What follows belongs to an exercise in optimizing a design on an open flow for small area, a short achievable clock period and few clock cycles per item; a production flow would make more cautious choices.
The RTL was checked by simulation tests, not by an equivalence proof against the original design.

==> indigo: inputs <==
// ntt_butterfly
module ntt_butterfly (
  input  logic        clk,
  input  logic        rst,
  input  logic        in_valid,
  output logic        in_ready,
  input  logic        in_mode,
  input  logic [11:0] in_a,
  input  logic [11:0] in_b,
  input  logic [11:0] in_zeta,
  input  logic [7:0]  in_idx,
  output logic        out_valid,
  input  logic        out_ready,
  output logic [11:0] out_a,
  output logic [11:0] out_b,
  output logic [7:0]  out_idx,
  output logic        busy
);
export LEC_CHECK = 0
export CAP_MARGIN = 20
export CORE_MARGIN = 2
export CORE_UTILIZATION = 40
export SLEW_MARGIN = 20
create_clock -name core_clock -period 14.0 [get_ports {clk}]
standard.sh (not shown) runs the stock make flow with config.mk's settings and CLKGATE_MAP_FILE= SYNTH_SCRIPT=/design/flow/synth_recipe.tcl, a recipe that flattens the netlist after the stock synthesis.
==> flow/flow/run.sh <==
#!/bin/bash
# Standard layout, with the port buffers made from buf_2 cells instead of
# the flow's default choice (a slow delay buffer), and timing repair aiming
# for a 6.4 ns critical path (setup margin 7.6 ns against the 14 ns clock).
bash standard.sh "BUFFER_PORTS_ARGS=-buffer_cell sky130_fd_sc_hd__buf_2" SETUP_SLACK_MARGIN=7.6 finish > standard.log 2>&1
==> cedar (differences from indigo) <==
==> flow/run.sh (new file) <==
#!/bin/bash
# synth_recipe.tcl (not shown) runs the flow's synth.tcl, then flattens the netlist and writes it again
# the make line also repeats each setting of config.mk as NAME=value (left out here)
make -C /OpenROAD-flow-scripts/flow DESIGN_CONFIG=/design/flow/config.mk WORK_HOME=/design/flow/orfs CLKGATE_MAP_FILE= SYNTH_SCRIPT=/design/flow/synth_recipe.tcl finish
removed: flow/flow/run.sh
removed: flow/standard.sh
==> comparison <==
Clock skew: cedar is higher than indigo (0.0046 ns).
In flip-flop and latch count, cedar and indigo do not differ.
Worst hold slack is about the same in cedar and indigo.
In indigo the cell count is larger than in cedar, by 0.47%.
==> figures <==
quantity                                                     indigo                    cedar
Total length of routed met2 wires                          15500 um                 15300 um
Met1 layer wirelength in the final routing                 14400 um                 14300 um
Crit. End Element                                              flop              output port
Reg-to-reg slack, setup                                     7.63 ns                  7.28 ns
Period utilisation layout                                     45.5%                    49.5%
Worst setup path class                                   reg -> reg                in -> out
Met1 track demand over resource                               20.8%                    20.9%
Outcome                                     complete, no violations  complete, no violations
Testbench counts of indigo, summed over its fixed seeds: cycles 16,024, items 16,000.
Testbench counts of cedar, summed over its fixed seeds: cycles 16,024, items 16,000.

==> inputs of run a <==
==> flow/design.v <==
module bfly_pre (
  input  logic        mode,
  input  logic [11:0] a,
  input  logic [11:0] b,
  output logic [12:0] mx
);
  assign mx = mode ? ({1'b0, a} + 13'd3329 - {1'b0, b}) : {1'b0, b};
endmodule
module bfly_mul (
  input  logic        mode,
  input  logic [11:0] a,
  input  logic [12:0] mx,
  input  logic [11:0] zeta,
  output logic [24:0] p,
  output logic [12:0] xa
);
  assign p  = mx * zeta;
  assign xa = mode ? ({a, 1'b0} + 13'd3329 - mx) : {1'b0, a};
endmodule
module bfly_red (
  input  logic        mode,
  input  logic [12:0] xa,
  input  logic [24:0] p,
  output logic [13:0] sa,
  output logic [12:0] sb
);
  logic [12:0] u;     
  logic [13:0] t;     
  assign u  = ({5'b0, p[7:0]} * 13'd13) - {5'b0, p[15:8]};
  assign t  = ({6'b0, u[7:0]} * 14'd13) - {{9{u[12]}}, u[12:8]} + {5'b0, p[24:16]};
  assign sa = {1'b0, xa} + (mode ? 14'd0 : t);
  assign sb = mode ? t[12:0] : (xa - t[12:0]);
endmodule
module bfly_fin (
  input  logic [13:0] sa,
  input  logic [12:0] sb,
  output logic [11:0] ra,
  output logic [11:0] rb
);
  logic signed [13:0] ssa;
  logic signed [12:0] ssb;
  assign ssa = sa;
  assign ssb = sb;
  always_comb begin
    if (ssa < 0)                   ra = 12'(ssa + 14'sd3329);
    else if (ssa < 14'sd3329)      ra = 12'(ssa);
    else if (ssa < 14'sd6658)      ra = 12'(ssa - 14'sd3329);
    else                           ra = 12'(ssa - 14'sd6658);
  end
  always_comb begin
    if (ssb < -13'sd3329)          rb = 12'(ssb + 13'sd3329 + 13'sd3329);
    else if (ssb < 0)              rb = 12'(ssb + 13'sd3329);
    else if (ssb < 13'sd3329)      rb = 12'(ssb);
    else                           rb = 12'(ssb - 13'sd3329);
  end
endmodule
module bfly_reg #(
  parameter int W = 8
) (
  input  logic         clk,
  input  logic         en,
  input  logic [W-1:0] d,
  output logic [W-1:0] q
);
  always_ff @(posedge clk) begin
    if (en) q <= d;
  end
endmodule
module ntt_butterfly (
  input  logic        clk,
  input  logic        rst,
  input  logic        in_valid,
  output logic        in_ready,
  input  logic        in_mode,
  input  logic [11:0] in_a,
  input  logic [11:0] in_b,
  input  logic [11:0] in_zeta,
  input  logic [7:0]  in_idx,
  output logic        out_valid,
  input  logic        out_ready,
  output logic [11:0] out_a,
  output logic [11:0] out_b,
  output logic [7:0]  out_idx,
  output logic        busy
);
  logic        en;
  logic        v1, v2, v3;
  logic [12:0] mx;
  logic        m1, m2;
  logic [11:0] a1, z1;
  logic [12:0] mx1, xa, xa2;
  logic [7:0]  idx1, idx2, idx3;
  logic [24:0] p, p2;
  logic [13:0] sa, sa3;
  logic [12:0] sb, sb3;
  assign en       = !v3 || out_ready;
  assign in_ready = en && !rst;
  always_ff @(posedge clk) begin
    if (rst) begin
      v1 <= 1'b0;
      v2 <= 1'b0;
      v3 <= 1'b0;
    end else if (en) begin
      v1 <= in_valid;
      v2 <= v1;
      v3 <= v2;
    end
  end
  bfly_pre u_pre (.mode(in_mode), .a(in_a), .b(in_b), .mx(mx));
  bfly_reg #(.W(1 + 12 + 13 + 12 + 8)) u_r1 (
    .clk(clk), .en(en), .d({in_mode, in_a, mx, in_zeta, in_idx}),
    .q({m1, a1, mx1, z1, idx1}));
  bfly_mul u_mul (.mode(m1), .a(a1), .mx(mx1), .zeta(z1), .p(p), .xa(xa));
  bfly_reg #(.W(1 + 13 + 25 + 8)) u_r2 (
    .clk(clk), .en(en), .d({m1, xa, p, idx1}), .q({m2, xa2, p2, idx2}));
  bfly_red u_red (.mode(m2), .xa(xa2), .p(p2), .sa(sa), .sb(sb));
  bfly_reg #(.W(14 + 13 + 8)) u_r3 (
    .clk(clk), .en(en), .d({sa, sb, idx2}), .q({sa3, sb3, idx3}));
  bfly_fin u_fin (.sa(sa3), .sb(sb3), .ra(out_a), .rb(out_b));
  assign out_idx   = idx3;
  assign out_valid = v3;
  assign busy      = v1 || v2 || v3;
endmodule
==> flow/run.sh <==
#!/bin/bash
# synth_recipe.tcl (not shown) runs the flow's synth.tcl, then flattens the netlist and writes it again
# the make line also repeats each setting of config.mk as NAME=value (left out here)
make -C /OpenROAD-flow-scripts/flow DESIGN_CONFIG=/design/flow/config.mk WORK_HOME=/design/flow/orfs CLKGATE_MAP_FILE= SYNTH_SCRIPT=/design/flow/synth_recipe.tcl finish
==> flow/config.mk <==
export PLATFORM = sky130hd
export DESIGN_NAME = ntt_butterfly
export DESIGN_NICKNAME = ntt_butterfly
export VERILOG_FILES = /design/flow/design.v
export SDC_FILE = /design/flow/constraint.sdc
export NUM_CORES = 4
export LEC_CHECK = 0
export CAP_MARGIN = 20
export CORE_MARGIN = 2
export CORE_UTILIZATION = 40
export SLEW_MARGIN = 20
==> flow/constraint.sdc <==
create_clock -name core_clock -period 14.0 [get_ports {clk}]
set_input_delay 2.8000 -clock core_clock [delete_from_list [all_inputs] [get_ports {clk}]]
set_output_delay 2.8000 -clock core_clock [all_outputs]
set_load 0.01 [all_outputs]
==> run b (differences from run a) <==
==> flow/design.v, changed modules only <==
module bfly_pre (
  input  logic        mode,
  input  logic [11:0] a,
  input  logic [11:0] b,
  output logic [12:0] mx,
  output logic [12:0] xa
);
  assign mx = mode ? ({1'b0, a} + 13'd3329 - {1'b0, b}) : {1'b0, b};
  assign xa = mode ? ({1'b0, a} + {1'b0, b}) : {1'b0, a};
endmodule
module bfly_kred (
  input  logic [24:0] p,
  output logic [13:0] r    
);
  logic [17:0] r1;         
  assign r1 = ({10'b0, p[7:0]} * 18'd13) - {1'b0, p[24:8]};
  assign r  = ({6'b0, r1[7:0]} * 14'd13) - {{4{r1[17]}}, r1[17:8]};
endmodule
module bfly_post (
  input  logic        mode,
  input  logic [12:0] xa,
  input  logic [13:0] r,
  output logic [11:0] ra,
  output logic [11:0] rb
);
  logic [14:0] rx;
  logic signed [14:0] sa, sb;   
  assign rx = {r[13], r};
  assign sa = {2'b0, xa} + (mode ? 15'd0 : rx);
  assign sb = mode ? rx : ({2'b0, xa} - rx);
  always_comb begin
    if (sa < 0)                    ra = 12'(sa + 15'sd3329);
    else if (sa < 15'sd3329)       ra = 12'(sa);
    else if (sa < 15'sd6658)       ra = 12'(sa - 15'sd3329);
    else                           ra = 12'(sa - 15'sd6658);
  end
  always_comb begin
    if (sb < -15'sd3329)           rb = 12'(sb + 15'sd6658);
    else if (sb < 0)               rb = 12'(sb + 15'sd3329);
    else if (sb < 15'sd3329)       rb = 12'(sb);
    else                           rb = 12'(sb - 15'sd3329);
  end
endmodule
module ntt_butterfly (
  input  logic        clk,
  input  logic        rst,
  input  logic        in_valid,
  output logic        in_ready,
  input  logic        in_mode,
  input  logic [11:0] in_a,
  input  logic [11:0] in_b,
  input  logic [11:0] in_zeta,
  input  logic [7:0]  in_idx,
  output logic        out_valid,
  input  logic        out_ready,
  output logic [11:0] out_a,
  output logic [11:0] out_b,
  output logic [7:0]  out_idx,
  output logic        busy
);
  logic        en;
  logic        v1, v2, v3;
  logic [12:0] mx, xa;
  logic [24:0] p;
  logic        m1, m2;
  logic [12:0] xa1, xa2;
  logic [24:0] p1;
  logic [7:0]  idx1, idx2;
  logic [13:0] r, r2;
  logic [11:0] ra, rb;
  assign en       = !v3 || out_ready;
  assign in_ready = en && !rst;
  always_ff @(posedge clk) begin
    if (rst) begin
      v1 <= 1'b0;
      v2 <= 1'b0;
      v3 <= 1'b0;
    end else if (en) begin
      v1 <= in_valid;
      v2 <= v1;
      v3 <= v2;
    end
  end
  bfly_pre u_pre (.mode(in_mode), .a(in_a), .b(in_b), .mx(mx), .xa(xa));
  assign p = mx * in_zeta;
  bfly_reg #(.W(1 + 13 + 25 + 8)) u_r1 (
    .clk(clk), .en(en), .d({in_mode, xa, p, in_idx}), .q({m1, xa1, p1, idx1}));
  bfly_kred u_kred (.p(p1), .r(r));
  bfly_reg #(.W(1 + 13 + 14 + 8)) u_r2 (
    .clk(clk), .en(en), .d({m1, xa1, r, idx1}), .q({m2, xa2, r2, idx2}));
  bfly_post u_post (.mode(m2), .xa(xa2), .r(r2), .ra(ra), .rb(rb));
  bfly_reg #(.W(12 + 12 + 8)) u_r3 (
    .clk(clk), .en(en), .d({ra, rb, idx2}), .q({out_a, out_b, out_idx}));
  assign out_valid = v3;
  assign busy      = v1 || v2 || v3;
endmodule
// module bfly_mul removed
// module bfly_red removed
// module bfly_fin removed
==> notes <==
- In core utilization, run b and run a hardly differ.
- Of run a and run b, run b has the higher register-to-register slack (gap 1.6 ns).
- Synthesized area: run b is higher than run a (about 2%).
- Between run a and run b, the lower setup slack is in run b (gap 2.9 ns).
- Of run a and run b, run a has the higher clock skew (gap 0.011 ns).
- Between run b and run a, the lower synthesized cell count is in run a (gap 7.3%, measured against run a).
Testbench counts of run a, summed over its fixed seeds: cycles 16,024, items 16,000.
Testbench counts of run b, summed over its fixed seeds: cycles 16,024, items 16,000.

[what the ideal ports hide]
Ports are ideal in the flow. The routed layouts listed here were re-timed in OpenROAD.
Step 1 (the two cells are an assumption about what drives the block):
set clk [get_ports {clk}]
set_driving_cell -lib_cell sky130_fd_sc_hd__clkbuf_16 $clk
set_driving_cell -lib_cell sky130_fd_sc_hd__buf_2 [delete_from_list [all_inputs] $clk]
Step 2 also shifts input and output timing later by t, the mid clock arrival at the registers, as if the neighbouring blocks saw the same clock.
a / b / c = no drivers / after step 1 / after step 2; a / b = the first two.
| run | t, ns | slack for setup (ns) | worst slew at a driven data input, ns |
|---|---|---|---|
| indigo | 0.472 | 7.629 / 7.629 / 7.629 | 0.04 |
| cedar | 0.486 | 7.073 / 7.051 / 7.051 | 0.04 |
| run a | 0.470 | 6.264 / 6.264 / 6.264 | 0.04 |
| run b | 0.466 | 3.343 / 3.365 / 2.900 | 0.06 |
After both steps every run listed still meets setup and hold. For run b, which loses most, drivers alone change the setup slack by +0.022 ns; drivers and shift together by -0.443 ns.
